This is an optimization exercise on Yosys and OpenROAD, whose aim is small area, not a production implementation. The RTL was checked by simulation tests, not by an equivalence proof against the original design. The flow treats the clock pin as an ideal source, which a real chip does not have. Power is estimated from default activity; no workload was simulated.

==> flow/design.v <==
package pd_pkg;
  typedef enum logic [1:0] {
    IDLE,
    RUN,
    HOLD
  } pd_state_t;
  localparam int PD_PIPE_LATENCY = 4;
  localparam int OVR_W = 16;
endpackage
module pd_pipeline (
  input  logic [25:0] r_q,
  input  logic [18:0] e_q,
  input  logic [2:0]  da0, da1, db0, db1,    
  input  logic [27:0] s_q,
  input  logic [1:0]  cf_q,
  input  logic        cut_q,
  output logic [3:0]  res,
  output logic [27:0] s_n,
  output logic [1:0]  cf_n,
  output logic [25:0] isum,
  output logic        cut_d,
  output logic [27:0] s_init
);
  assign s_init = 28'h1580000;
  logic [27:0] ix;
  logic [20:0] ex;
  assign ix = {{2{r_q[25]}}, r_q};
  assign ex = {{2{e_q[18]}}, e_q};
  logic [26:0] a0_p;
  logic a0_neg;
  assign a0_neg = da0[2];
  assign a0_p = (({27{da0[0]}} & ix[26:0]) | ({27{da0[1]}} & {ix[25:0], 1'b0})) ^ {27{da0[2]}};
  logic [26:0] a1_p;
  logic a1_neg;
  assign a1_neg = da1[2];
  assign a1_p = (({27{da1[0]}} & ix[26:0]) | ({27{da1[1]}} & {ix[25:0], 1'b0})) ^ {27{da1[2]}};
  logic [19:0] b0_p;
  logic b0_neg;
  assign b0_neg = db0[2];
  assign b0_p = (({20{db0[0]}} & ex[19:0]) | ({20{db0[1]}} & {ex[18:0], 1'b0})) ^ {20{db0[2]}};
  logic [19:0] b1_p;
  logic b1_neg;
  assign b1_neg = db1[2];
  assign b1_p = (({20{db1[0]}} & ex[19:0]) | ({20{db1[1]}} & {ex[18:0], 1'b0})) ^ {20{db1[2]}};
  logic s1, c2, s3, c4, s5, c6, s7, c8, s9, c10, s11, c12;
  logic s13, c14, s15, c16, s17, c18, s19, c20, s21, c22, s23, c24;
  logic s25, c26, s27, c28, s29, c30, s31, c32, s33, c34, s35, c36;
  logic s37, c38, s39, c40, s41, c42, s43, c44, s45, c46, s47, c48;
  logic s49, c50, s51, c52, s53, c54, s55, c56, s57, c58, s59, c60;
  logic s61, c62, s63, c64, s65, c66, s67, c68, s69, c70, s71, c72;
  logic s73, c74, s75, c76, s77, c78, s79, c80, s81, c82, s83, c84;
  logic s85, c86, s87, c88, s89, c90, s91, c92, s93, c94, s95, c96;
  logic s97, c98, s99, c100, s101, c102, s103, c104, s105, c106, s107, c108;
  logic s109, c110, s111, c112, s113, c114, s115, c116, s117, c118, s119, c120;
  logic s121, c122, s123, c124, s125, c126, s127, c128, s129, c130, s131, c132;
  logic s133, c134, s135, c136, s137, c138, s139, c140, s141, c142, s143, c144;
  logic s145, c146, s147, c148, s149, c150, s151, c152, s153, c154, s155, c156;
  logic s157, c158, s159, c160, s161, c162, s163, c164, s165, c166, s167, c168;
  logic s169, c170, s171, c172, s173, c174, s175, c176, s177, c178, s179, c180;
  logic s181, c182, s183, c184, s185, c186, s187, c188, s189, c190, s191, c192;
  logic s193, c194, s195, c196, s197, c198, s199, c200, s201, c202, s203, c204;
  logic s205, c206, s207, c208, s209, c210, s211, c212, s213, c214, s215, c216;
  logic s217, c218, s219, c220, s221, c222, s223, c224, s225, c226, s227, c228;
  logic s229, c230, s231, c232, s233, c234, s235, c236, s237, c238, s239, c240;
  logic s241, c242, s243, c244, s245, c246, s247, c248, s249, c250, s251, c252;
  logic s253, c254, s255, c256, s257, c258;
  assign s1 = a0_neg ^ b0_neg ^ s_q[0];
  assign c2 = (a0_neg & b0_neg) | (a0_neg & s_q[0]) | (b0_neg & s_q[0]);
  assign s3 = a0_p[0] ^ b0_p[0] ^ s1;
  assign c4 = (a0_p[0] & b0_p[0]) | (a0_p[0] & s1) | (b0_p[0] & s1);
  assign s5 = a0_p[1] ^ c2 ^ s_q[1];
  assign c6 = (a0_p[1] & c2) | (a0_p[1] & s_q[1]) | (c2 & s_q[1]);
  assign s7 = b0_p[1] ^ c4 ^ s5;
  assign c8 = (b0_p[1] & c4) | (b0_p[1] & s5) | (c4 & s5);
  assign s9 = a1_neg ^ b1_neg ^ s_q[2];
  assign c10 = (a1_neg & b1_neg) | (a1_neg & s_q[2]) | (b1_neg & s_q[2]);
  assign s11 = a0_p[2] ^ a1_p[0] ^ b0_p[2];
  assign c12 = (a0_p[2] & a1_p[0]) | (a0_p[2] & b0_p[2]) | (a1_p[0] & b0_p[2]);
  assign s13 = b1_p[0] ^ c6 ^ s9;
  assign c14 = (b1_p[0] & c6) | (b1_p[0] & s9) | (c6 & s9);
  assign s15 = c8 ^ s11 ^ s13;
  assign c16 = (c8 & s11) | (c8 & s13) | (s11 & s13);
  assign s17 = a0_p[3] ^ c10 ^ s_q[3];
  assign c18 = (a0_p[3] & c10) | (a0_p[3] & s_q[3]) | (c10 & s_q[3]);
  assign s19 = a1_p[1] ^ b0_p[3] ^ b1_p[1];
  assign c20 = (a1_p[1] & b0_p[3]) | (a1_p[1] & b1_p[1]) | (b0_p[3] & b1_p[1]);
  assign s21 = c12 ^ s17 ^ s19;
  assign c22 = (c12 & s17) | (c12 & s19) | (s17 & s19);
  assign s23 = c14 ^ c16 ^ s21;
  assign c24 = (c14 & c16) | (c14 & s21) | (c16 & s21);
  assign s25 = a0_p[4] ^ a1_p[2] ^ s_q[4];
  assign c26 = (a0_p[4] & a1_p[2]) | (a0_p[4] & s_q[4]) | (a1_p[2] & s_q[4]);
  assign s27 = b0_p[4] ^ b1_p[2] ^ c18;
  assign c28 = (b0_p[4] & b1_p[2]) | (b0_p[4] & c18) | (b1_p[2] & c18);
  assign s29 = c20 ^ c22 ^ s25;
  assign c30 = (c20 & c22) | (c20 & s25) | (c22 & s25);
  assign s31 = c24 ^ s27 ^ s29;
  assign c32 = (c24 & s27) | (c24 & s29) | (s27 & s29);
  assign s33 = a0_p[5] ^ a1_p[3] ^ s_q[5];
  assign c34 = (a0_p[5] & a1_p[3]) | (a0_p[5] & s_q[5]) | (a1_p[3] & s_q[5]);
  assign s35 = b0_p[5] ^ b1_p[3] ^ c26;
  assign c36 = (b0_p[5] & b1_p[3]) | (b0_p[5] & c26) | (b1_p[3] & c26);
  assign s37 = c28 ^ s33 ^ s35;
  assign c38 = (c28 & s33) | (c28 & s35) | (s33 & s35);
  assign s39 = c30 ^ c32 ^ s37;
  assign c40 = (c30 & c32) | (c30 & s37) | (c32 & s37);
  assign s41 = a0_p[6] ^ a1_p[4] ^ s_q[6];
  assign c42 = (a0_p[6] & a1_p[4]) | (a0_p[6] & s_q[6]) | (a1_p[4] & s_q[6]);
  assign s43 = b0_p[6] ^ b1_p[4] ^ c34;
  assign c44 = (b0_p[6] & b1_p[4]) | (b0_p[6] & c34) | (b1_p[4] & c34);
  assign s45 = c36 ^ s41 ^ s43;
  assign c46 = (c36 & s41) | (c36 & s43) | (s41 & s43);
  assign s47 = c38 ^ c40 ^ s45;
  assign c48 = (c38 & c40) | (c38 & s45) | (c40 & s45);
  assign s49 = a0_p[7] ^ a1_p[5] ^ s_q[7];
  assign c50 = (a0_p[7] & a1_p[5]) | (a0_p[7] & s_q[7]) | (a1_p[5] & s_q[7]);
  assign s51 = b0_p[7] ^ b1_p[5] ^ c42;
  assign c52 = (b0_p[7] & b1_p[5]) | (b0_p[7] & c42) | (b1_p[5] & c42);
  assign s53 = c44 ^ s49 ^ s51;
  assign c54 = (c44 & s49) | (c44 & s51) | (s49 & s51);
  assign s55 = c46 ^ c48 ^ s53;
  assign c56 = (c46 & c48) | (c46 & s53) | (c48 & s53);
  assign s57 = a0_p[8] ^ a1_p[6] ^ s_q[8];
  assign c58 = (a0_p[8] & a1_p[6]) | (a0_p[8] & s_q[8]) | (a1_p[6] & s_q[8]);
  assign s59 = b0_p[8] ^ b1_p[6] ^ c50;
  assign c60 = (b0_p[8] & b1_p[6]) | (b0_p[8] & c50) | (b1_p[6] & c50);
  assign s61 = c52 ^ s57 ^ s59;
  assign c62 = (c52 & s57) | (c52 & s59) | (s57 & s59);
  assign s63 = c54 ^ c56 ^ s61;
  assign c64 = (c54 & c56) | (c54 & s61) | (c56 & s61);
  assign s65 = a0_p[9] ^ a1_p[7] ^ s_q[9];
  assign c66 = (a0_p[9] & a1_p[7]) | (a0_p[9] & s_q[9]) | (a1_p[7] & s_q[9]);
  assign s67 = b0_p[9] ^ b1_p[7] ^ c58;
  assign c68 = (b0_p[9] & b1_p[7]) | (b0_p[9] & c58) | (b1_p[7] & c58);
  assign s69 = c60 ^ s65 ^ s67;
  assign c70 = (c60 & s65) | (c60 & s67) | (s65 & s67);
  assign s71 = c62 ^ c64 ^ s69;
  assign c72 = (c62 & c64) | (c62 & s69) | (c64 & s69);
  assign s73 = a0_p[10] ^ a1_p[8] ^ s_q[10];
  assign c74 = (a0_p[10] & a1_p[8]) | (a0_p[10] & s_q[10]) | (a1_p[8] & s_q[10]);
  assign s75 = b0_p[10] ^ b1_p[8] ^ c66;
  assign c76 = (b0_p[10] & b1_p[8]) | (b0_p[10] & c66) | (b1_p[8] & c66);
  assign s77 = c68 ^ s73 ^ s75;
  assign c78 = (c68 & s73) | (c68 & s75) | (s73 & s75);
  assign s79 = c70 ^ c72 ^ s77;
  assign c80 = (c70 & c72) | (c70 & s77) | (c72 & s77);
  assign s81 = a0_p[11] ^ a1_p[9] ^ s_q[11];
  assign c82 = (a0_p[11] & a1_p[9]) | (a0_p[11] & s_q[11]) | (a1_p[9] & s_q[11]);
  assign s83 = b0_p[11] ^ b1_p[9] ^ c74;
  assign c84 = (b0_p[11] & b1_p[9]) | (b0_p[11] & c74) | (b1_p[9] & c74);
  assign s85 = c76 ^ s81 ^ s83;
  assign c86 = (c76 & s81) | (c76 & s83) | (s81 & s83);
  assign s87 = c78 ^ c80 ^ s85;
  assign c88 = (c78 & c80) | (c78 & s85) | (c80 & s85);
  assign s89 = a0_p[12] ^ cf_q[0] ^ s_q[12];
  assign c90 = (a0_p[12] & cf_q[0]) | (a0_p[12] & s_q[12]) | (cf_q[0] & s_q[12]);
  assign s91 = a1_p[10] ^ b0_p[12] ^ b1_p[10];
  assign c92 = (a1_p[10] & b0_p[12]) | (a1_p[10] & b1_p[10]) | (b0_p[12] & b1_p[10]);
  assign s93 = c82 ^ s89 ^ s91;
  assign c94 = (c82 & s89) | (c82 & s91) | (s89 & s91);
  assign s95 = c84 ^ c86 ^ s93;
  assign c96 = (c84 & c86) | (c84 & s93) | (c86 & s93);
  assign s97 = c88 ^ s95;
  assign c98 = c88 & s95;
  assign s99 = a0_p[13] ^ a1_p[11] ^ s_q[13];
  assign c100 = (a0_p[13] & a1_p[11]) | (a0_p[13] & s_q[13]) | (a1_p[11] & s_q[13]);
  assign s101 = b0_p[13] ^ b1_p[11] ^ c90;
  assign c102 = (b0_p[13] & b1_p[11]) | (b0_p[13] & c90) | (b1_p[11] & c90);
  assign s103 = c92 ^ c94 ^ s99;
  assign c104 = (c92 & c94) | (c92 & s99) | (c94 & s99);
  assign s105 = c96 ^ s101 ^ s103;
  assign c106 = (c96 & s101) | (c96 & s103) | (s101 & s103);
  assign s107 = c98 ^ s105;
  assign c108 = c98 & s105;
  assign s109 = a0_p[14] ^ a1_p[12] ^ s_q[14];
  assign c110 = (a0_p[14] & a1_p[12]) | (a0_p[14] & s_q[14]) | (a1_p[12] & s_q[14]);
  assign s111 = b0_p[14] ^ b1_p[12] ^ c100;
  assign c112 = (b0_p[14] & b1_p[12]) | (b0_p[14] & c100) | (b1_p[12] & c100);
  assign s113 = c102 ^ s109 ^ s111;
  assign c114 = (c102 & s109) | (c102 & s111) | (s109 & s111);
  assign s115 = c104 ^ c106 ^ s113;
  assign c116 = (c104 & c106) | (c104 & s113) | (c106 & s113);
  assign s117 = c108 ^ s115;
  assign c118 = c108 & s115;
  assign s119 = a0_p[15] ^ a1_p[13] ^ s_q[15];
  assign c120 = (a0_p[15] & a1_p[13]) | (a0_p[15] & s_q[15]) | (a1_p[13] & s_q[15]);
  assign s121 = b0_p[15] ^ b1_p[13] ^ c110;
  assign c122 = (b0_p[15] & b1_p[13]) | (b0_p[15] & c110) | (b1_p[13] & c110);
  assign s123 = c112 ^ s119 ^ s121;
  assign c124 = (c112 & s119) | (c112 & s121) | (s119 & s121);
  assign s125 = c114 ^ c116 ^ s123;
  assign c126 = (c114 & c116) | (c114 & s123) | (c116 & s123);
  assign s127 = c118 ^ s125;
  assign c128 = c118 & s125;
  assign s129 = a0_p[16] ^ a1_p[14] ^ s_q[16];
  assign c130 = (a0_p[16] & a1_p[14]) | (a0_p[16] & s_q[16]) | (a1_p[14] & s_q[16]);
  assign s131 = b0_p[16] ^ b1_p[14] ^ c120;
  assign c132 = (b0_p[16] & b1_p[14]) | (b0_p[16] & c120) | (b1_p[14] & c120);
  assign s133 = c122 ^ s129 ^ s131;
  assign c134 = (c122 & s129) | (c122 & s131) | (s129 & s131);
  assign s135 = c124 ^ c126 ^ s133;
  assign c136 = (c124 & c126) | (c124 & s133) | (c126 & s133);
  assign s137 = a0_p[17] ^ a1_p[15] ^ s_q[17];
  assign c138 = (a0_p[17] & a1_p[15]) | (a0_p[17] & s_q[17]) | (a1_p[15] & s_q[17]);
  assign s139 = b0_p[17] ^ b1_p[15] ^ c130;
  assign c140 = (b0_p[17] & b1_p[15]) | (b0_p[17] & c130) | (b1_p[15] & c130);
  assign s141 = c132 ^ s137 ^ s139;
  assign c142 = (c132 & s137) | (c132 & s139) | (s137 & s139);
  assign s143 = c134 ^ c136 ^ s141;
  assign c144 = (c134 & c136) | (c134 & s141) | (c136 & s141);
  assign s145 = a0_p[18] ^ a1_p[16] ^ s_q[18];
  assign c146 = (a0_p[18] & a1_p[16]) | (a0_p[18] & s_q[18]) | (a1_p[16] & s_q[18]);
  assign s147 = b0_p[18] ^ b1_p[16] ^ c138;
  assign c148 = (b0_p[18] & b1_p[16]) | (b0_p[18] & c138) | (b1_p[16] & c138);
  assign s149 = c140 ^ s145 ^ s147;
  assign c150 = (c140 & s145) | (c140 & s147) | (s145 & s147);
  assign s151 = c142 ^ c144 ^ s149;
  assign c152 = (c142 & c144) | (c142 & s149) | (c144 & s149);
  assign s153 = a0_p[19] ^ a1_p[17] ^ s_q[19];
  assign c154 = (a0_p[19] & a1_p[17]) | (a0_p[19] & s_q[19]) | (a1_p[17] & s_q[19]);
  assign s155 = b1_p[17] ^ c146 ^ ~b0_p[19];
  assign c156 = (b1_p[17] & c146) | (b1_p[17] & ~b0_p[19]) | (c146 & ~b0_p[19]);
  assign s157 = c148 ^ s153 ^ s155;
  assign c158 = (c148 & s153) | (c148 & s155) | (s153 & s155);
  assign s159 = c150 ^ c152 ^ s157;
  assign c160 = (c150 & c152) | (c150 & s157) | (c152 & s157);
  assign s161 = a0_p[20] ^ cf_q[1] ^ s_q[20];
  assign c162 = (a0_p[20] & cf_q[1]) | (a0_p[20] & s_q[20]) | (cf_q[1] & s_q[20]);
  assign s163 = a1_p[18] ^ b1_p[18] ^ c154;
  assign c164 = (a1_p[18] & b1_p[18]) | (a1_p[18] & c154) | (b1_p[18] & c154);
  assign s165 = c156 ^ s161 ^ s163;
  assign c166 = (c156 & s161) | (c156 & s163) | (s161 & s163);
  assign s167 = c158 ^ c160 ^ s165;
  assign c168 = (c158 & c160) | (c158 & s165) | (c160 & s165);
  assign s169 = a0_p[21] ^ a1_p[19] ^ s_q[21];
  assign c170 = (a0_p[21] & a1_p[19]) | (a0_p[21] & s_q[21]) | (a1_p[19] & s_q[21]);
  assign s171 = c162 ^ s169 ^ ~b1_p[19];
  assign c172 = (c162 & s169) | (c162 & ~b1_p[19]) | (s169 & ~b1_p[19]);
  assign s173 = c164 ^ c166 ^ s171;
  assign c174 = (c164 & c166) | (c164 & s171) | (c166 & s171);
  assign s175 = c168 ^ s173;
  assign c176 = c168 & s173;
  assign s177 = a0_p[22] ^ a1_p[20] ^ s_q[22];
  assign c178 = (a0_p[22] & a1_p[20]) | (a0_p[22] & s_q[22]) | (a1_p[20] & s_q[22]);
  assign s179 = c170 ^ c172 ^ s177;
  assign c180 = (c170 & c172) | (c170 & s177) | (c172 & s177);
  assign s181 = c174 ^ c176 ^ s179;
  assign c182 = (c174 & c176) | (c174 & s179) | (c176 & s179);
  assign s183 = a0_p[23] ^ a1_p[21] ^ s_q[23];
  assign c184 = (a0_p[23] & a1_p[21]) | (a0_p[23] & s_q[23]) | (a1_p[21] & s_q[23]);
  assign s185 = c178 ^ c180 ^ s183;
  assign c186 = (c178 & c180) | (c178 & s183) | (c180 & s183);
  assign s187 = c182 ^ s185;
  assign c188 = c182 & s185;
  assign s189 = a0_p[24] ^ a1_p[22] ^ s_q[24];
  assign c190 = (a0_p[24] & a1_p[22]) | (a0_p[24] & s_q[24]) | (a1_p[22] & s_q[24]);
  assign s191 = c184 ^ c186 ^ s189;
  assign c192 = (c184 & c186) | (c184 & s189) | (c186 & s189);
  assign s193 = a0_p[25] ^ a1_p[23] ^ s_q[25];
  assign c194 = (a0_p[25] & a1_p[23]) | (a0_p[25] & s_q[25]) | (a1_p[23] & s_q[25]);
  assign s195 = c190 ^ c192 ^ s193;
  assign c196 = (c190 & c192) | (c190 & s193) | (c192 & s193);
  assign s197 = a1_p[24] ^ s_q[26] ^ ~a0_p[26];
  assign c198 = (a1_p[24] & s_q[26]) | (a1_p[24] & ~a0_p[26]) | (s_q[26] & ~a0_p[26]);
  assign s199 = c194 ^ c196 ^ s197;
  assign c200 = (c194 & c196) | (c194 & s197) | (c196 & s197);
  assign s201 = a1_p[25] ^ c198 ^ s_q[27];
  assign c202 = (a1_p[25] & c198) | (a1_p[25] & s_q[27]) | (c198 & s_q[27]);
  assign s203 = c200 ^ s201;
  assign c204 = c200 & s201;
  assign s205 = c202 ^ c204 ^ ~a1_p[26];
  assign c206 = (c202 & c204) | (c202 & ~a1_p[26]) | (c204 & ~a1_p[26]);
  assign res[0] = s3;
  assign res[1] = s7;
  assign res[2] = s15;
  assign res[3] = s23;
  assign s_n[0] = s31;
  assign s_n[1] = s39;
  assign s_n[2] = s47;
  assign s_n[3] = s55;
  assign s_n[4] = s63;
  assign s_n[5] = s71;
  assign s_n[6] = s79;
  assign s_n[7] = s87;
  assign s_n[8] = s97;
  assign s_n[9] = s107;
  assign s_n[10] = s117;
  assign s_n[11] = s127;
  assign s_n[12] = s135;
  assign s_n[13] = s143;
  assign s_n[14] = s151;
  assign s_n[15] = s159;
  assign s_n[16] = s167;
  assign s_n[17] = s175;
  assign s_n[18] = s181;
  assign s_n[19] = s187;
  assign s_n[20] = s191;
  assign s_n[21] = s195;
  assign s_n[22] = s199;
  assign s_n[23] = s203;
  assign s_n[24] = s205;
  assign s_n[25] = c206;
  assign s_n[26] = 1'b0;
  assign s_n[27] = 1'b0;
  assign cf_n[0] = c128;
  assign cf_n[1] = c188;
  assign s207 = e_q[0] ^ r_q[0];
  assign c208 = e_q[0] & r_q[0];
  assign s209 = c208 ^ e_q[1] ^ r_q[1];
  assign c210 = (c208 & e_q[1]) | (c208 & r_q[1]) | (e_q[1] & r_q[1]);
  assign s211 = c210 ^ e_q[2] ^ r_q[2];
  assign c212 = (c210 & e_q[2]) | (c210 & r_q[2]) | (e_q[2] & r_q[2]);
  assign s213 = c212 ^ e_q[3] ^ r_q[3];
  assign c214 = (c212 & e_q[3]) | (c212 & r_q[3]) | (e_q[3] & r_q[3]);
  assign s215 = c214 ^ e_q[4] ^ r_q[4];
  assign c216 = (c214 & e_q[4]) | (c214 & r_q[4]) | (e_q[4] & r_q[4]);
  assign s217 = c216 ^ e_q[5] ^ r_q[5];
  assign c218 = (c216 & e_q[5]) | (c216 & r_q[5]) | (e_q[5] & r_q[5]);
  assign s219 = c218 ^ e_q[6] ^ r_q[6];
  assign c220 = (c218 & e_q[6]) | (c218 & r_q[6]) | (e_q[6] & r_q[6]);
  assign s221 = c220 ^ e_q[7] ^ r_q[7];
  assign c222 = (c220 & e_q[7]) | (c220 & r_q[7]) | (e_q[7] & r_q[7]);
  assign s223 = c222 ^ e_q[8] ^ r_q[8];
  assign c224 = (c222 & e_q[8]) | (c222 & r_q[8]) | (e_q[8] & r_q[8]);
  assign s225 = c224 ^ e_q[9] ^ r_q[9];
  assign c226 = (c224 & e_q[9]) | (c224 & r_q[9]) | (e_q[9] & r_q[9]);
  assign s227 = c226 ^ e_q[10] ^ r_q[10];
  assign c228 = (c226 & e_q[10]) | (c226 & r_q[10]) | (e_q[10] & r_q[10]);
  assign s229 = c228 ^ e_q[11] ^ r_q[11];
  assign c230 = (c228 & e_q[11]) | (c228 & r_q[11]) | (e_q[11] & r_q[11]);
  assign s231 = c230 ^ e_q[12] ^ r_q[12];
  assign c232 = (c230 & e_q[12]) | (c230 & r_q[12]) | (e_q[12] & r_q[12]);
  assign s233 = cut_q ^ e_q[13] ^ r_q[13];
  assign c234 = (cut_q & e_q[13]) | (cut_q & r_q[13]) | (e_q[13] & r_q[13]);
  assign s235 = c234 ^ e_q[14] ^ r_q[14];
  assign c236 = (c234 & e_q[14]) | (c234 & r_q[14]) | (e_q[14] & r_q[14]);
  assign s237 = c236 ^ e_q[15] ^ r_q[15];
  assign c238 = (c236 & e_q[15]) | (c236 & r_q[15]) | (e_q[15] & r_q[15]);
  assign s239 = c238 ^ e_q[16] ^ r_q[16];
  assign c240 = (c238 & e_q[16]) | (c238 & r_q[16]) | (e_q[16] & r_q[16]);
  assign s241 = c240 ^ e_q[17] ^ r_q[17];
  assign c242 = (c240 & e_q[17]) | (c240 & r_q[17]) | (e_q[17] & r_q[17]);
  assign s243 = c242 ^ e_q[18] ^ r_q[18];
  assign c244 = (c242 & e_q[18]) | (c242 & r_q[18]) | (e_q[18] & r_q[18]);
  assign s245 = c244 ^ e_q[18] ^ r_q[19];
  assign c246 = (c244 & e_q[18]) | (c244 & r_q[19]) | (e_q[18] & r_q[19]);
  assign s247 = c246 ^ e_q[18] ^ r_q[20];
  assign c248 = (c246 & e_q[18]) | (c246 & r_q[20]) | (e_q[18] & r_q[20]);
  assign s249 = c248 ^ e_q[18] ^ r_q[21];
  assign c250 = (c248 & e_q[18]) | (c248 & r_q[21]) | (e_q[18] & r_q[21]);
  assign s251 = c250 ^ e_q[18] ^ r_q[22];
  assign c252 = (c250 & e_q[18]) | (c250 & r_q[22]) | (e_q[18] & r_q[22]);
  assign s253 = c252 ^ e_q[18] ^ r_q[23];
  assign c254 = (c252 & e_q[18]) | (c252 & r_q[23]) | (e_q[18] & r_q[23]);
  assign s255 = c254 ^ e_q[18] ^ r_q[24];
  assign c256 = (c254 & e_q[18]) | (c254 & r_q[24]) | (e_q[18] & r_q[24]);
  assign s257 = c256 ^ e_q[18] ^ r_q[25];
  assign c258 = (c256 & e_q[18]) | (c256 & r_q[25]) | (e_q[18] & r_q[25]);
  assign isum[0] = s207;
  assign isum[1] = s209;
  assign isum[2] = s211;
  assign isum[3] = s213;
  assign isum[4] = s215;
  assign isum[5] = s217;
  assign isum[6] = s219;
  assign isum[7] = s221;
  assign isum[8] = s223;
  assign isum[9] = s225;
  assign isum[10] = s227;
  assign isum[11] = s229;
  assign isum[12] = s231;
  assign isum[13] = s233;
  assign isum[14] = s235;
  assign isum[15] = s237;
  assign isum[16] = s239;
  assign isum[17] = s241;
  assign isum[18] = s243;
  assign isum[19] = s245;
  assign isum[20] = s247;
  assign isum[21] = s249;
  assign isum[22] = s251;
  assign isum[23] = s253;
  assign isum[24] = s255;
  assign isum[25] = s257;
  assign cut_d = c232;
endmodule
module pd_controller #(
  parameter int INPUT_WIDTH    = 18,
  parameter int OUTPUT_WIDTH   = 32,
  parameter int INTEGRAL_LIMIT = 2**24
) (
  input  logic                    clk,
  input  logic                    rst_n,
  input  logic                    enable,
  input  logic                    clear_integral,
  input  logic [INPUT_WIDTH-1:0]  kp_in,
  input  logic [INPUT_WIDTH-1:0]  ki_in,
  input  logic [INPUT_WIDTH-1:0]  setpoint_in,
  input  logic                    sample_valid,
  input  logic [INPUT_WIDTH-1:0]  sample,
  output logic                    sample_ready,
  output logic                    out_valid,
  input  logic                    out_ready,
  output logic [OUTPUT_WIDTH-1:0] out_data,
  output logic [OUTPUT_WIDTH-1:0] integral_out,
  output logic                    integral_sat,
  output logic                    busy,
  output logic [pd_pkg::OVR_W-1:0] overrun_count
);
  logic [2:0] st;
  logic       idle, hold, running, cyc3, cyc4, en_ok, capture;
  assign idle    = (st == 3'd0);
  assign hold    = (st == 3'd6);
  assign running = !idle && !hold;
  assign cyc3    = (st == 3'd4);
  assign cyc4    = (st == 3'd5);
  assign en_ok   = rst_n && enable;
  assign capture = en_ok && cyc4;
  assign sample_ready = idle && enable;
  assign busy         = !idle;
  assign out_valid    = hold;
  always_ff @(posedge clk) begin
    if (!en_ok)                st <= 3'd0;
    else if (idle)             st <= sample_valid ? 3'd1 : 3'd0;
    else if (hold)             st <= out_ready ? 3'd0 : 3'd6;
    else                       st <= st + 3'd1;
  end
  logic [25:0] rn_q, r_q;    
  logic        zf;
  assign r_q = ~rn_q;
  assign integral_out = zf ? '0 : {{6{r_q[25]}}, r_q};
  logic [17:0] ki_q;      
  logic [17:0] kp_q;      
  logic        kc_q;      
  logic        ip_q, kq_q;   
  logic [18:0] en_q, e_q;   
  assign e_q = ~en_q;
  logic [27:0] s_q;
  logic [1:0]  cf_q;
  logic        cut_q;
  logic [3:0]  res;
  logic [27:0] s_n;
  logic [1:0]  cf_n;
  logic [25:0] isum;
  logic        cut_d;
  logic [27:0] s_init;
  logic [4:0] kib, kb;
  logic [2:0] da0, da1, db0, db1;
  function automatic logic [2:0] benc(input logic [2:0] b);
    benc[0] = b[1] ^ b[0];
    benc[1] = (b[2] & ~b[1] & ~b[0]) | (~b[2] & b[1] & b[0]);
    benc[2] = b[2];
  endfunction
  assign kib = {cyc4 ? {2{ki_q[1]}} : ki_q[3:2], ki_q[1:0], ip_q};
  assign kb  = {kp_q[3:0], kq_q};
  assign da0 = benc(kib[2:0]);
  assign da1 = benc(kib[4:2]);
  assign db0 = benc(kb[2:0]);
  assign db1 = benc(kb[4:2]);
  logic [3:0] ki_nx;
  logic [4:0] kn;    
  logic [3:0] kn_s;
  assign ki_nx = {cyc3 ? {2{ki_q[5]}} : ki_q[7:6], ki_q[5:4]};
  assign kn[0] = kc_q;
  for (genvar i = 0; i < 4; i++) begin : g_kn
    assign kn_s[i]  = ki_nx[i] ^ kp_q[4+i] ^ kn[i];
    assign kn[i+1]  = (ki_nx[i] & kp_q[4+i]) | (ki_nx[i] & kn[i]) | (kp_q[4+i] & kn[i]);
  end
  logic [4:0]  k0;
  logic [18:0] e_in;
  logic [3:0]  k0_s;
  logic [18:0] ex_a, ex_b;
  logic [19:0] e_c;
  assign k0[0] = 1'b0;
  for (genvar i = 0; i < 4; i++) begin : g_k0
    assign k0_s[i] = ki_in[i] ^ kp_in[i] ^ k0[i];
    assign k0[i+1] = (ki_in[i] & kp_in[i]) | (ki_in[i] & k0[i]) | (kp_in[i] & k0[i]);
  end
  assign ex_a   = {sample[17], sample};
  assign ex_b   = ~{setpoint_in[17], setpoint_in};
  assign e_c[0] = 1'b1;
  for (genvar i = 0; i < 19; i++) begin : g_e
    assign e_in[i]   = ex_a[i] ^ ex_b[i] ^ e_c[i];
    assign e_c[i+1]  = (ex_a[i] & ex_b[i]) | (ex_a[i] & e_c[i]) | (ex_b[i] & e_c[i]);
  end
  pd_pipeline u_pipe (
    .r_q   (r_q),
    .e_q   (e_q),
    .da0   (da0),
    .da1   (da1),
    .db0   (db0),
    .db1   (db1),
    .s_q   (s_q),
    .cf_q  (cf_q),
    .cut_q (cut_q),
    .res   (res),
    .s_n   (s_n),
    .cf_n  (cf_n),
    .isum  (isum),
    .cut_d (cut_d),
    .s_init(s_init)
  );
  always_ff @(posedge clk) begin
    if (idle) begin
      ki_q <= ki_in;
      kp_q <= {kp_in[17:4], k0_s};
      kc_q <= k0[4];
      ip_q <= 1'b0;
      kq_q <= 1'b0;
      en_q <= ~e_in;
      s_q  <= s_init;
      cf_q <= '0;
    end else begin
      ki_q <= {res, ki_q[17:4]};
      kp_q <= {{4{kp_q[17]}}, kp_q[17:8], kn_s};
      kc_q <= kn[4];
      ip_q <= ki_q[3];
      kq_q <= kp_q[3];
      s_q  <= s_n;
      cf_q <= cf_n;
    end
    cut_q <= cut_d;
  end
  logic sat, pos_ovf, neg_ovf;
  logic [25:0] clamped;
  assign pos_ovf = !isum[25] && isum[24] && (|isum[23:0]);
  assign neg_ovf = isum[25] && !isum[24];
  assign sat     = pos_ovf || neg_ovf;
  assign clamped = {isum[25], isum[24] | sat, isum[23:0] & {24{!sat}}};
  always_ff @(posedge clk) begin
    if (capture)               rn_q <= ~clamped;
    else if (zf && !running)   rn_q <= '1;
  end
  always_ff @(posedge clk) begin
    if (!en_ok || clear_integral) zf <= 1'b1;
    else if (cyc4)                zf <= 1'b0;
  end
  always_ff @(posedge clk) begin
    if (!en_ok)     integral_sat <= 1'b0;
    else if (cyc4)  integral_sat <= sat;
  end
  always_ff @(posedge clk) begin
    if (!rst_n)        out_data <= '0;
    else if (capture)  out_data <= {s_n[11:0], res, ki_q[17:2]};
  end
  logic [16:0] ov_c;
  logic [15:0] ov_s;
  assign ov_c[0] = enable && sample_valid && !idle && !(&overrun_count);
  for (genvar i = 0; i < 16; i++) begin : g_ov
    assign ov_s[i]   = overrun_count[i] ^ ov_c[i];
    assign ov_c[i+1] = overrun_count[i] & ov_c[i];
  end
  always_ff @(posedge clk) begin
    if (!rst_n) overrun_count <= '0;
    else        overrun_count <= ov_s;
  end
endmodule
==> flow/flow/run.sh <==
#!/bin/bash
# Standard layout with three changes: the port buffers use the smallest
# buffer cell; the clock tree has a clkbuf_16 root, clkbuf_8 leaves and no
# dummy loads; after CTS, leaves that drive many flip-flops become clkbuf_16.
export BUFFER_PORTS_ARGS="-buffer_cell sky130_fd_sc_hd__buf_1"
export CTS_ARGS="-sink_clustering_enable -repair_clock_nets -dont_use_dummy_load -root_buf sky130_fd_sc_hd__clkbuf_16 -buf_list {sky130_fd_sc_hd__clkbuf_8}"
export POST_CTS_TCL="$PWD/flow/clk_fix.tcl"
bash standard.sh > standard.log 2>&1
==> flow/flow/clk_fix.tcl <==
# Upsize clock leaf buffers that drive many flip-flops (or see a slow edge)
# so that every flip-flop clock pin keeps a sharp edge.
estimate_parasitics -placement
set changed 0
foreach inst [get_cells -filter "ref_name == sky130_fd_sc_hd__clkbuf_8"] {
  set out [get_pins -of_objects $inst -filter "direction == output"]
  set net [get_nets -of_objects $out]
  set n [llength [get_pins -of_objects $net -filter "direction == input"]]
  set slew [get_property $out slew_max_rise]
  puts "clk_fix: [get_full_name $inst] fanout $n slew $slew"
  if {$n > 14 || $slew > 0.09} {
    replace_cell $inst sky130_fd_sc_hd__clkbuf_16
    incr changed
  }
}
puts "clk_fix: upsized $changed clock buffers"
if {$changed} {
  detailed_placement
  check_placement -verbose
  estimate_parasitics -placement
}
==> flow/standard.sh <==
#!/bin/bash
# synth_recipe.tcl (not shown) runs the flow's synth.tcl, then flattens the netlist and writes it again
# the make line also repeats each setting of config.mk as NAME=value (left out here)
make -C /OpenROAD-flow-scripts/flow DESIGN_CONFIG=/design/flow/config.mk WORK_HOME=/design/flow/orfs CLKGATE_MAP_FILE= SYNTH_SCRIPT=/design/flow/synth_recipe.tcl "${@:-finish}"
==> flow/config.mk <==
export PLATFORM = sky130hd
export DESIGN_NAME = pd_controller
export DESIGN_NICKNAME = pd_controller
export VERILOG_FILES = /design/flow/design.v
export SDC_FILE = /design/flow/constraint.sdc
export NUM_CORES = 4
export LEC_CHECK = 0
export ABC_AREA = 1
export CAP_MARGIN = 20
export CORE_MARGIN = 2
export CORE_UTILIZATION = 40
export CTS_BUF_LIST = sky130_fd_sc_hd__clkbuf_8 sky130_fd_sc_hd__clkbuf_16
export PLACE_DENSITY = 0.6
export SLEW_MARGIN = 20
==> flow/constraint.sdc <==
create_clock -name core_clock -period 10.0 [get_ports {clk}]
set_input_delay 2.0000 -clock core_clock [delete_from_list [all_inputs] [get_ports {clk}]]
set_output_delay 2.0000 -clock core_clock [all_outputs]
set_load 0.01 [all_outputs]
==> results of run 1 <==
synthesized netlist by cell type:
library cell  count
fa_1            143
inv_2             4
buf_1             1
buf_4            12
or2_2             4
and2_1            1
nand2_4           1
o21ai_0          32
edfxtp_1         46
ha_1             31
o22ai_1          61
buf_6             3
buf_2            16
inv_1           209
dfxtp_1         120
or2_1             1
xor2_1           66
nand3_1          42
nand2_2           1
clkbuf_1         24
mux2i_1           2
o21ai_2           1
o2111ai_1         1
nand2_1         345
nor4_1            1
inv_4             1
clkinv_1          2
a21oi_1          16
a211o_1           1
nor2_2            2
o21ai_4           2
nor2_1           70
nand4_1           6
nand3b_1          1
o21ai_1           8
state kept, by name (all words and copies together), names as in the netlist:
signal	flops
zf	1
ip_q	1
st	3
cf_q	2
kq_q	1
out_data	32
kp_q	18
integral_sat	1
s_q	26
cut_q	1
ki_q	18
kc_q	1
rn_q	26
en_q	19
overrun_count	16
final timing paths:
path	start	end	slack, ps	depth (start not counted)
setup / recovery	sample[0]	en_q[17]	1150	22
hold / removal	kp_q[11]	kp_q[7]	420	2
setup reg to reg	ki_q[1]	s_q[19]	1830	24
hold reg to reg	kp_q[11]	kp_q[7]	420	2
cell families (layout without fill, tap and decap cells):
logic type	Yosys count	in the layout	share of synthesized area, %
AOI/OAI and AO/OA	122	122	6.349
xor gates and xnor gates	66	66	5.093
adders and majority gates	174	174	28.64
buffers and inverters	272	405	9.788
DFF	166	166	33.33
muxes	2	2	0.1764
and+or+nand+nor	475	475	16.62
power by group:
| group | internal (mW) | switching (mW) | leakage, nW | total [mW] |
|---|---|---|---|---|
| sequential | 0.752 | 0.0619 | 1.39 | 0.814 |
| combinational | 0.799 | 1.05 | 4.35 | 1.85 |
| clock | 0.170 | 0.223 | 0.132 | 0.393 |
per-layer routing:
metal	global-route usage, %	routed length [um]	vias to the layer above
li1	-	-	4168
met1	26.13	12480	4064
met2	30.71	12540	210
met3	3.136	1416	23
met4	5.261	367	0
met5	0	0	-
layout make-up:
| cell class | instances | area (um^2) | area share (%) |
|---|---|---|---|
| Multi-Input combinational cell | 839 | 6474 | 51.83 |
| Sequential cell | 166 | 3785 | 30.30 |
| Inverter | 216 | 813.3 | 6.512 |
| Timing Repair Buffer | 172 | 688.2 | 5.510 |
| Tap cell | 378 | 473.0 | 3.787 |
| Clock buffer | 17 | 256.5 | 2.054 |
critical path, delay by kind of cell:
kind / cells / cell delay, ps
buffers and inverters: 4 / 250
adders and majority gates: 18 / 6730
==> results_dict.tcl, run 1 <==
set metrics [dict create \
    layout_commonest_cell "nand2_1" \
    synth-seq-area-share_pct 33.33 \
    num-nets-final 1664 \
    netlist.area_leader.share_pct 25.22 \
    first_pass_iters 5 \
    cp-start-kind "primary input" \
    finalPower_mw 3.056 \
    ir_drop_mv 0.2133 \
    die_y_um 172.5 \
    syn_to_final_growth_pct 10.03 \
    ant_nets 0 \
    cts_tree "built" \
    drive_gt1_share_pct 3.333 \
    hold_ws_ps 417.8 \
    dp.cells 1771 \
    finalSetupViolCount 0 \
    ys_ff_latch 166 \
    ys_top_cells_by_area "fa_1 (25%), dfxtp_1 (21%), edfxtp_1 (12%)" \
    finalCritPeriodShare_pct 88.54 \
    rsz0062_at_grt "false" \
    netlist_area_mm2 0.01135 \
    clk_pin_slew_ps 80 \
    final_cells 1788 \
    synth_nets 1529 \
    critical_path_class "primary input to flip-flop" \
    antennaDiodeCount 0 \
    placedInstanceArea_mm2 0.01223 \
    grt_pass1_wl_um 43450 \
    clock-sinks 166 \
    dr.first_iter.drc_count 463 \
    vias 8465 \
    grt_pass1_vias 8413 \
    synth_area_leader_cell "fa_1" \
    antenna_found_initial 0 \
    grt_max_degree 89 \
    max_stage_delay_ps 400 \
    run_status "complete, no violations" \
    row_count 61 \
    fp.coreArea_mm2 0.02786 \
    synth_area_per_cell_um2 8.889 \
    max_freq_ghz 0.1129 \
    yosys.cell_types.count 35 \
    hold_violations 0 \
    setup_tns_ps 0 \
    drv_cap 0 \
    dpl.hpwl_um 19810 \
    fillers 2812 \
    maxSlewViolCount 0 \
    crit_top_cell "fa_1" \
    drc 0 \
    fp.dieW_um 172.5 \
    utilization_pct 44.83 \
    initial_core_util_pct 40.75 \
    end_kind "flip-flop" \
    vias_per_cell 4.734 \
    ios 162 \
    min_period_ps 8854 \
    preCtsSetupSlack_ps 647.4 \
    relSlewSlack_pct 31.76 \
    clk-insertion-delay-late_ps 380 \
    p_leak_nw 5.867 \
    fin_ws_ps 1146 \
    syn_inst 1277 \
    globalRouteTotalUtil_pct 18.90 \
    crit_chain "buf_1 -> inv_1 -> ha_1 -> inv_1 -> fa_1 -> fa_1 -> fa_1 -> fa_1 -> fa_1 -> fa_1 -> fa_1 -> fa_1 -> fa_1 -> fa_1 -> fa_1 -> fa_1 -> fa_1 -> fa_1 -> fa_1 -> fa_1 -> inv_1 -> fa_1" \
    required_ps 10130 \
    wl_per_cell_um 14.99 \
    hp-class "flip-flop to flip-flop" \
    worst_pin_slew_ps 1024 \
    finalClockSkew_ps 17.05 \
    gp_congestion 0.8060 \
    wl_um 26810 \
    worst-endpoint-arrival_ps 8980 \
    die_area_mm2 0.02974 \
    critPathSlowestCell "fa_1" \
    power.density_mw_per_mm2 244.7 \
    design_area_mm2 0.01249 \
    final_cell_mix "nand2_1 (345), inv_1 (209), buf_1 (160), fa_1 (143), dfxtp_1 (119)" \
    gr-total-overflow 0 \
    synth_warnings 1 \
    io_buffers 161 \
    worstPathMaxFanout 1 \
]
==> run 2: changes to the inputs <==
==> flow/flow/run.sh (replaced) <==
#!/bin/bash
# Standard layout with four changes: after floorplan, full adders are flipped
# to their dual form where that removes inverters (fa_flip.tcl, fa_flip.py);
# the port buffers use the smallest buffer cell; the clock tree has a
# clkbuf_16 root, clkbuf_8 leaves and no dummy loads; after CTS, leaves that
# drive many flip-flops become clkbuf_16 (clk_fix.tcl).
export FA_FLIP_DIR="$PWD/flow"
export FA_FLIP_WORK="$PWD"
export POST_FLOORPLAN_TCL="$PWD/flow/fa_flip.tcl"
export BUFFER_PORTS_ARGS="-buffer_cell sky130_fd_sc_hd__buf_1"
export CTS_ARGS="-sink_clustering_enable -repair_clock_nets -dont_use_dummy_load -root_buf sky130_fd_sc_hd__clkbuf_16 -buf_list {sky130_fd_sc_hd__clkbuf_8}"
export POST_CTS_TCL="$PWD/flow/clk_fix.tcl"
bash standard.sh > standard.log 2>&1
==> flow/flow/fa_flip.py (new file) <==
#!/usr/bin/env python3
"""Choose full-adder cells to flip to their dual form.

A full adder is self-dual: FA(~a, ~b, ~c) = (~sum, ~carry). Synthesis leaves
inverters on many adder pins; flipping an adder (taking the complement of each
input and producing the complement of each output) can remove them. This
reads a gate-level Verilog netlist and prints, one per line, the adder
instances whose flip lowers the number of inverters needed (greedy search).
"""
import re
import sys
import collections

src = open(sys.argv[1]).read()
insts = re.findall(r'^\s*(sky130_fd_sc_hd__\w+)\s+(\S+)\s*\((.*?)\);', src, re.S | re.M)
OUTP = ('X', 'Y', 'Q', 'SUM', 'COUT', 'Q_N', 'HI', 'LO')
cells = {}
drv = {}
for typ, name, body in insts:
    pins = dict((p, n.strip()) for p, n in re.findall(r'\.(\w+)\(([^()]*)\)', body))
    cells[name] = (typ, pins)
    for p, n in pins.items():
        if p in OUTP:
            drv[n] = (name, p)


def isinv(t):
    return re.match(r'sky130_fd_sc_hd__(clk)?inv_\d+$', t) is not None


def isfa(t):
    return t.startswith('sky130_fd_sc_hd__fa_')


def root(n):
    pol = 0
    seen = 0
    while n in drv and isinv(cells[drv[n][0]][0]) and seen < 10:
        n = cells[drv[n][0]][1]['A']
        pol ^= 1
        seen += 1
    return n, pol


# output ports: any net named in the port list counts as a load needing its polarity
ports = set()
m = re.search(r'module\s+\w+\s*\((.*?)\);', src, re.S)
for line in re.findall(r'^\s*output\s+(?:\[[^\]]*\]\s*)?([^;]+);', src, re.M):
    for p in line.split(','):
        ports.add(p.strip())

loads = []
for name, (t, p) in cells.items():
    if isinv(t):
        continue
    for pin, n in p.items():
        if pin in OUTP:
            continue
        s, pol = root(n)
        loads.append((s, pol, name if isfa(t) else None))
for n in list(drv):
    base = re.sub(r'\s', '', n)
    if base.lstrip('\\') in ports or re.sub(r'\[\d+\]$', '', base.lstrip('\\')) in ports:
        s, pol = root(n)
        loads.append((s, pol, None))

fas = [n for n, (t, p) in cells.items() if isfa(t)]
faout = {}
for f in fas:
    for pin in ('SUM', 'COUT'):
        n = cells[f][1].get(pin)
        if n:
            faout[n] = f
# adders with an unconnected pin are left alone
skip = set()
for f in fas:
    for pin in ('A', 'B', 'CIN', 'SUM', 'COUT'):
        if not cells[f][1].get(pin):
            skip.add(f)

by_sig = collections.defaultdict(list)
for i, (s, pol, f) in enumerate(loads):
    by_sig[s].append(i)
sig_of_fa = collections.defaultdict(set)
for s, pol, f in loads:
    if f:
        sig_of_fa[f].add(s)
for f in fas:
    for pin in ('SUM', 'COUT'):
        n = cells[f][1].get(pin)
        if n:
            sig_of_fa[f].add(n)

flip = {}


def sig_cost(s):
    rs = set()
    for i in by_sig.get(s, []):
        _, pol, f = loads[i]
        rs.add(pol ^ (flip.get(f, 0) if f else 0))
    avail = flip.get(faout[s], 0) if s in faout else 0
    return 1 if (1 - avail) in rs else 0


def total():
    return sum(sig_cost(s) for s in set(by_sig) | set(faout))


before = total()
improved = True
while improved:
    improved = False
    for f in fas:
        if f in skip:
            continue
        sigs = sig_of_fa[f]
        c0 = sum(sig_cost(s) for s in sigs)
        flip[f] = 1 - flip.get(f, 0)
        c1 = sum(sig_cost(s) for s in sigs)
        if c1 < c0:
            improved = True
        else:
            flip[f] = 1 - flip[f]
after = total()
sys.stderr.write("fa_flip: inverters needed %d -> %d, %d adders flipped\n"
                 % (before, after, sum(flip.values())))
for f in fas:
    if flip.get(f):
        print(f.lstrip('\\'))
==> flow/flow/fa_flip.tcl (new file) <==
# Flip full adders to their dual form where that removes inverters
# (FA(~a, ~b, ~c) = (~sum, ~carry)); fa_flip.py chooses the adders.
set ff_block [ord::get_db_block]
set ff_inv [[ord::get_db] findMaster sky130_fd_sc_hd__inv_1]
set ff_n 0

proc ff_is_inv {inst} {
  return [regexp {^sky130_fd_sc_hd__(clk)?inv_[0-9]+$} [[$inst getMaster] getName]]
}
proc ff_driver {net} {
  foreach it [$net getITerms] {
    if {[$it isOutputSignal]} { return [$it getInst] }
  }
  return ""
}
proc ff_new_net {} {
  global ff_block ff_n
  incr ff_n
  return [odb::dbNet_create $ff_block "fa_flip_net_$ff_n"]
}
proc ff_new_inv {in_net out_net} {
  global ff_block ff_inv ff_n
  incr ff_n
  set inst [odb::dbInst_create $ff_block $ff_inv "fa_flip_inv_$ff_n"]
  [$inst findITerm A] connect $in_net
  [$inst findITerm Y] connect $out_net
  return $inst
}
# a net that carries the complement of net
proc ff_complement {net} {
  set d [ff_driver $net]
  if {$d ne "" && [ff_is_inv $d]} { return [[$d findITerm A] getNet] }
  foreach it [$net getITerms] {
    if {[$it isInputSignal] && [ff_is_inv [$it getInst]]} {
      set y [[[$it getInst] findITerm Y] getNet]
      if {$y ne "NULL"} { return $y }
    }
  }
  set out [ff_new_net]
  ff_new_inv $net $out
  return $out
}
proc ff_flip {fa} {
  foreach p {A B CIN} {
    set it [$fa findITerm $p]
    set m [ff_complement [$it getNet]]
    $it disconnect
    $it connect $m
  }
  foreach p {SUM COUT} {
    set it [$fa findITerm $p]
    set y [$it getNet]
    if {$y eq "NULL"} { continue }
    set y2 [ff_new_net]
    $it disconnect
    $it connect $y2
    # inverters on y now see y2 directly
    foreach lit [$y getITerms] {
      set inst [$lit getInst]
      if {![$lit isInputSignal] || ![ff_is_inv $inst]} { continue }
      set z [[$inst findITerm Y] getNet]
      if {$z eq "NULL" || [llength [$z getBTerms]] > 0} { continue }
      foreach zit [$z getITerms] {
        if {[$zit getInst] ne $inst} {
          $zit disconnect
          $zit connect $y2
        }
      }
      odb::dbInst_destroy $inst
      odb::dbNet_destroy $z
    }
    if {[llength [$y getITerms]] > 0 || [llength [$y getBTerms]] > 0} {
      ff_new_inv $y2 $y
    } else {
      odb::dbNet_destroy $y
    }
  }
}
# remove inverters whose output drives nothing, and inverter pairs
proc ff_cleanup {} {
  global ff_block
  set changed 1
  while {$changed} {
    set changed 0
    foreach inst [$ff_block getInsts] {
      if {![ff_is_inv $inst]} { continue }
      set y [[$inst findITerm Y] getNet]
      set a [[$inst findITerm A] getNet]
      if {$y eq "NULL"} { continue }
      if {[llength [$y getITerms]] == 1 && [llength [$y getBTerms]] == 0} {
        odb::dbInst_destroy $inst
        odb::dbNet_destroy $y
        set changed 1
        continue
      }
      set d [ff_driver $a]
      if {$d ne "" && [ff_is_inv $d] && [llength [$y getBTerms]] == 0} {
        set src [[$d findITerm A] getNet]
        foreach it [$y getITerms] {
          if {[$it getInst] ne $inst} {
            $it disconnect
            $it connect $src
          }
        }
        odb::dbInst_destroy $inst
        odb::dbNet_destroy $y
        set changed 1
      }
    }
  }
}

set ff_count_before 0
foreach inst [$ff_block getInsts] { if {[ff_is_inv $inst]} { incr ff_count_before } }
set ff_netlist $::env(FA_FLIP_WORK)/fa_flip_netlist.v
write_verilog $ff_netlist
set ff_list [exec python3 $::env(FA_FLIP_DIR)/fa_flip.py $ff_netlist 2> $::env(FA_FLIP_WORK)/fa_flip_py.log]
foreach name $ff_list {
  set fa [$ff_block findInst $name]
  if {$fa eq "NULL"} { puts "fa_flip: no instance $name"; continue }
  ff_flip $fa
}
ff_cleanup
set ff_count_after 0
foreach inst [$ff_block getInsts] { if {[ff_is_inv $inst]} { incr ff_count_after } }
puts "fa_flip: flipped [llength $ff_list] adders, inverters $ff_count_before -> $ff_count_after"
==> run 2 against run 1 <==
The run now fails in 2_1_floorplan; synthesized cell count did not move; synthesized area unchanged.
==> results_dict.tcl, run 2 <==
set metrics [dict create \
    run_status "aborted with a tool error" \
    lastStage "2_1_floorplan" \
    stop_error "Error: floorplan.tcl, 161 can't read \"ff_block\": no such variable" \
    synth_warnings 1 \
    die_y_um 172.5 \
    fp.dieW_um 172.5 \
    synth_nets 1529 \
    synthTopCellsByCount "nand2_1 (345), inv_1 (209), fa_1 (143)" \
    syn_inst 1277 \
    synth_edf_count 46 \
    synthArstFlopShare_pct 0 \
    yosys.cell_types.count 35 \
    netlist_area_mm2 0.01135 \
    synth_top_flop_cell "dfxtp_1" \
    initial_core_util_pct 40.75 \
    ys_top_cells_by_area "fa_1 (25%), dfxtp_1 (21%), edfxtp_1 (12%)" \
    synth_area_leader_cell "fa_1" \
    netlist.area_leader.share_pct 25.22 \
    synth_area_per_cell_um2 8.889 \
    post-synth-top-count-cell "nand2_1" \
    row_count 61 \
    synth-seq-area-share_pct 33.33 \
    ys_ff_latch 166 \
]
## run 2: cell counts after synthesis
No cell type changed its count.
## run 2: cell families after synthesis
family | synth area share (%)
adder cells (fa/ha/maj) | 28.64
flip-flops | 33.33
XOR/XNOR | 5.093
AND/OR/NAND/NOR | 16.62
multiplexers | 0.1764
buffers and inverters | 9.788
AO/OA/AOI/OAI | 6.349
==> run 3: changes to the inputs <==
--- a/flow/flow/fa_flip.tcl
+++ b/flow/flow/fa_flip.tcl
@@ -1,7 +1,7 @@
 # Flip full adders to their dual form where that removes inverters
 # (FA(~a, ~b, ~c) = (~sum, ~carry)); fa_flip.py chooses the adders.
-set ff_block [ord::get_db_block]
-set ff_inv [[ord::get_db] findMaster sky130_fd_sc_hd__inv_1]
-set ff_n 0
+set ::ff_block [ord::get_db_block]
+set ::ff_inv [[ord::get_db] findMaster sky130_fd_sc_hd__inv_1]
+set ::ff_n 0
 
 proc ff_is_inv {inst} {
@@ -15,12 +15,10 @@
 }
 proc ff_new_net {} {
-  global ff_block ff_n
-  incr ff_n
-  return [odb::dbNet_create $ff_block "fa_flip_net_$ff_n"]
+  incr ::ff_n
+  return [odb::dbNet_create $::ff_block "fa_flip_net_$::ff_n"]
 }
 proc ff_new_inv {in_net out_net} {
-  global ff_block ff_inv ff_n
-  incr ff_n
-  set inst [odb::dbInst_create $ff_block $ff_inv "fa_flip_inv_$ff_n"]
+  incr ::ff_n
+  set inst [odb::dbInst_create $::ff_block $::ff_inv "fa_flip_inv_$::ff_n"]
   [$inst findITerm A] connect $in_net
   [$inst findITerm Y] connect $out_net
@@ -79,9 +77,8 @@
 # remove inverters whose output drives nothing, and inverter pairs
 proc ff_cleanup {} {
-  global ff_block
   set changed 1
   while {$changed} {
     set changed 0
-    foreach inst [$ff_block getInsts] {
+    foreach inst [$::ff_block getInsts] {
       if {![ff_is_inv $inst]} { continue }
       set y [[$inst findITerm Y] getNet]
@@ -112,10 +109,10 @@
 
 set ff_count_before 0
-foreach inst [$ff_block getInsts] { if {[ff_is_inv $inst]} { incr ff_count_before } }
+foreach inst [$::ff_block getInsts] { if {[ff_is_inv $inst]} { incr ff_count_before } }
 set ff_netlist $::env(FA_FLIP_WORK)/fa_flip_netlist.v
 write_verilog $ff_netlist
 set ff_list [exec python3 $::env(FA_FLIP_DIR)/fa_flip.py $ff_netlist 2> $::env(FA_FLIP_WORK)/fa_flip_py.log]
 foreach name $ff_list {
-  set fa [$ff_block findInst $name]
+  set fa [$::ff_block findInst $name]
   if {$fa eq "NULL"} { puts "fa_flip: no instance $name"; continue }
   ff_flip $fa
@@ -123,4 +120,4 @@
 ff_cleanup
 set ff_count_after 0
-foreach inst [$ff_block getInsts] { if {[ff_is_inv $inst]} { incr ff_count_after } }
+foreach inst [$::ff_block getInsts] { if {[ff_is_inv $inst]} { incr ff_count_after } }
 puts "fa_flip: flipped [llength $ff_list] adders, inverters $ff_count_before -> $ff_count_after"
==> run 3 against run 2 <==
Now clean on timing, DRC and antenna; synthesized area unchanged; synthesized cell count unchanged.
==> results_dict.tcl, run 3 <==
set metrics [dict create \
    ys_top_cells_by_area "fa_1 (25%), dfxtp_1 (21%), edfxtp_1 (12%)" \
    antennaDiodeCount 0 \
    synth_top_flop_cell "dfxtp_1" \
    clock-sinks 166 \
    synth_nets 1529 \
    p_leak_nw 5.698 \
    cts_tree "built" \
    ios 162 \
    hp-class "flip-flop to flip-flop" \
    rsz0062_at_grt "false" \
    biggestRegsByFlops "out_data: 32 flops, rn_q: 26 flops, s_q: 26 flops" \
    syn_to_final_growth_pct 9.138 \
    fillers 2764 \
    vias 8408 \
    hold_ws_ps 419.2 \
    finalPower_mw 3.052 \
    fp.coreArea_mm2 0.02786 \
    cp-start-kind "primary input" \
    initial_core_util_pct 40.75 \
    grt_pass1_vias 8356 \
    gr-total-overflow 0 \
    synth_area_leader_cell "fa_1" \
    largest_reg_flops 32 \
    gp_congestion 0.8208 \
    clk_pin_slew_ps 70 \
    die_area_mm2 0.02974 \
    layout_commonest_cell "nand2_1" \
    ys_ff_latch 166 \
    path_delay_family "adder cells" \
    maxSlewViolCount 0 \
    finalSetupViolCount 0 \
    clk-insertion-delay-late_ps 390 \
    wl_um 26630 \
    setup_tns_ps 0 \
    synth_warnings 1 \
    worst-endpoint-arrival_ps 9020 \
    dpl.hpwl_um 19710 \
    min_period_ps 8900 \
    max_stage_delay_ps 430 \
    final_cells 1753 \
    synthArstFlopShare_pct 0 \
    antenna_found_initial 0 \
    grt_pass1_wl_um 43300 \
    yosys.cell_types.count 35 \
    run_status "complete, no violations" \
    synth_area_per_cell_um2 8.889 \
    crit_chain "buf_1 -> inv_1 -> ha_1 -> fa_1 -> fa_1 -> fa_1 -> fa_1 -> fa_1 -> fa_1 -> fa_1 -> fa_1 -> fa_1 -> fa_1 -> fa_1 -> fa_1 -> fa_1 -> fa_1 -> fa_1 -> fa_1 -> fa_1" \
    relSlewSlack_pct 31.46 \
    max_freq_ghz 0.1124 \
    crit_top_cell "fa_1" \
    register_area_mm2 0.003785 \
    synth-seq-area-share_pct 33.33 \
    synth_edf_count 46 \
    critPathSlowestCell "fa_1" \
    preCtsSetupSlack_ps 582.9 \
    first_pass_iters 5 \
    drive_gt1_share_pct 3.345 \
    end_kind "flip-flop" \
    finalCritPeriodShare_pct 89.00 \
    fin_ws_ps 1100 \
    fp.dieW_um 172.5 \
    hold_violations 0 \
    critical_path_class "primary input to flip-flop" \
    worst-path-buf-inv 2 \
    netlist_area_mm2 0.01135 \
    row_count 61 \
    netlist.area_leader.share_pct 25.22 \
    multi_input_area_mm2 0.006474 \
    final_cell_mix "nand2_1 (345), inv_1 (175), buf_1 (160), fa_1 (143), dfxtp_1 (119)" \
    power.density_mw_per_mm2 246.4 \
    io_buffers 161 \
    ant_nets 0 \
    die_y_um 172.5 \
    wl_per_cell_um 15.19 \
    globalRouteTotalUtil_pct 18.86 \
    dr.first_iter.drc_count 457 \
    grt_max_degree 52 \
    ir_drop_mv 0.1766 \
    worst_pin_slew_ps 1026 \
    vias_per_cell 4.796 \
    num-nets-final 1629 \
    finalClockSkew_ps 19.04 \
    dp.cells 1736 \
    drv_cap 0 \
    regMostFlops "out_data" \
    worstPathMaxFanout 1 \
    drc 0 \
    synthTopCellsByCount "nand2_1 (345), inv_1 (209), fa_1 (143)" \
    post-synth-top-count-cell "nand2_1" \
    syn_inst 1277 \
    required_ps 10120 \
]
==> run 3: layout make-up, without the clock buffers <==
type                    count  area share (%)
inverters                 182           5.535
multi-input cells         839           52.26
flip-flops and latches    166           30.55
well taps                 378           3.818
repair buffers            171           5.494
==> run 3: path summary, 6_finish.rpt <==
path	depth (start not counted)	slack (ps)	end	start
max	20	1100	en_q[17]	sample[0]
min	2	420	kp_q[11]	kp_q[15]
max reg2reg	24	1520	s_q[19]	ki_q[1]
min reg2reg	2	420	kp_q[11]	kp_q[15]
==> run 3: logic make-up after synthesis <==
kind of cell | after synthesis | synth area share [%]
muxes | 2 | 0.1764
and+or+nand+nor | 475 | 16.62
DFF | 166 | 33.33
xor gates and xnor gates | 66 | 5.093
AOI/OAI and AO/OA | 122 | 6.349
buffers and inverters | 272 | 9.788
adders and majority gates | 174 | 28.64
==> run 3: routing by layer <==
| metal | up-vias | global-route usage, % | part of all wire [%] |
|---|---|---|---|
| met2 | 250 | 31.41 | 48 |
| li1 | 4114 | - | - |
| met1 | 4025 | 25.50 | 46 |
| met5 | - | 0 | 0 |
| met4 | 0 | 5.188 | 1.5 |
| met3 | 19 | 3.044 | 5.3 |
==> run 3: through the flow <==
stage	utilization, %	cell area [um^2]
finish	44.47	12390
global route	44.47	12390
detailed placement	43.40	12090
global placement	43.40	12090
floorplan	-	11350
==> run 3: where the power goes <==
| group | internal [mW] | total (mW) | switching [mW] | leakage [nW] |
|---|---|---|---|---|
| sequential | 0.752 | 0.814 | 0.0620 | 1.39 |
| clock | 0.195 | 0.424 | 0.228 | 0.148 |
| combinational | 0.792 | 1.81 | 1.02 | 4.16 |
| total | 1.74 | 3.05 | 1.31 | 5.70 |
==> run 3: worst reg2reg max path, stage by stage, from the launching register on <==
cell,delay (ps)
dfxtp_1,320
buf_4,300
clkinv_1,390
nand2_1,160
nand2_1,590
o22ai_1,390
xor2_1,140
fa_1,400
inv_1,80
fa_1,420
fa_1,410
fa_1,440
fa_1,460
fa_1,430
fa_1,440
fa_1,430
fa_1,440
fa_1,420
fa_1,430
fa_1,390
inv_1,60
ha_1,170
fa_1,170
ha_1,220
or2_2,280

## static timing again, ports no longer ideal
The flow's constraints put no driver on any port. The routed layouts listed below were extracted and timed again, unchanged, in two steps.
Step 1: set_driving_cell puts a clkbuf_16 on clk and a buf_2 on each other input, an assumption about the parent block.
Step 2, shift: input delay + t, output delay - t, t = (earliest + latest rising clock arrival at the registers) / 2. This alone moves slack from input paths to output paths.
a / b / c = no drivers / after step 1 / after step 2; a / b = the first two.
run | t (ns) | setup slack, ns | slew at the worst register clock pin (ns)
run 1 | 0.419 | 1.146 / 1.173 / 0.753 | 0.08 / 0.08
run 3 | 0.430 | 1.100 / 1.119 / 0.689 | 0.08 / 0.08
After both steps setup and hold are still met in every run listed. The setup slack of run 3, which loses most, moves by +0.019 ns with the drivers and by -0.411 ns with both steps.
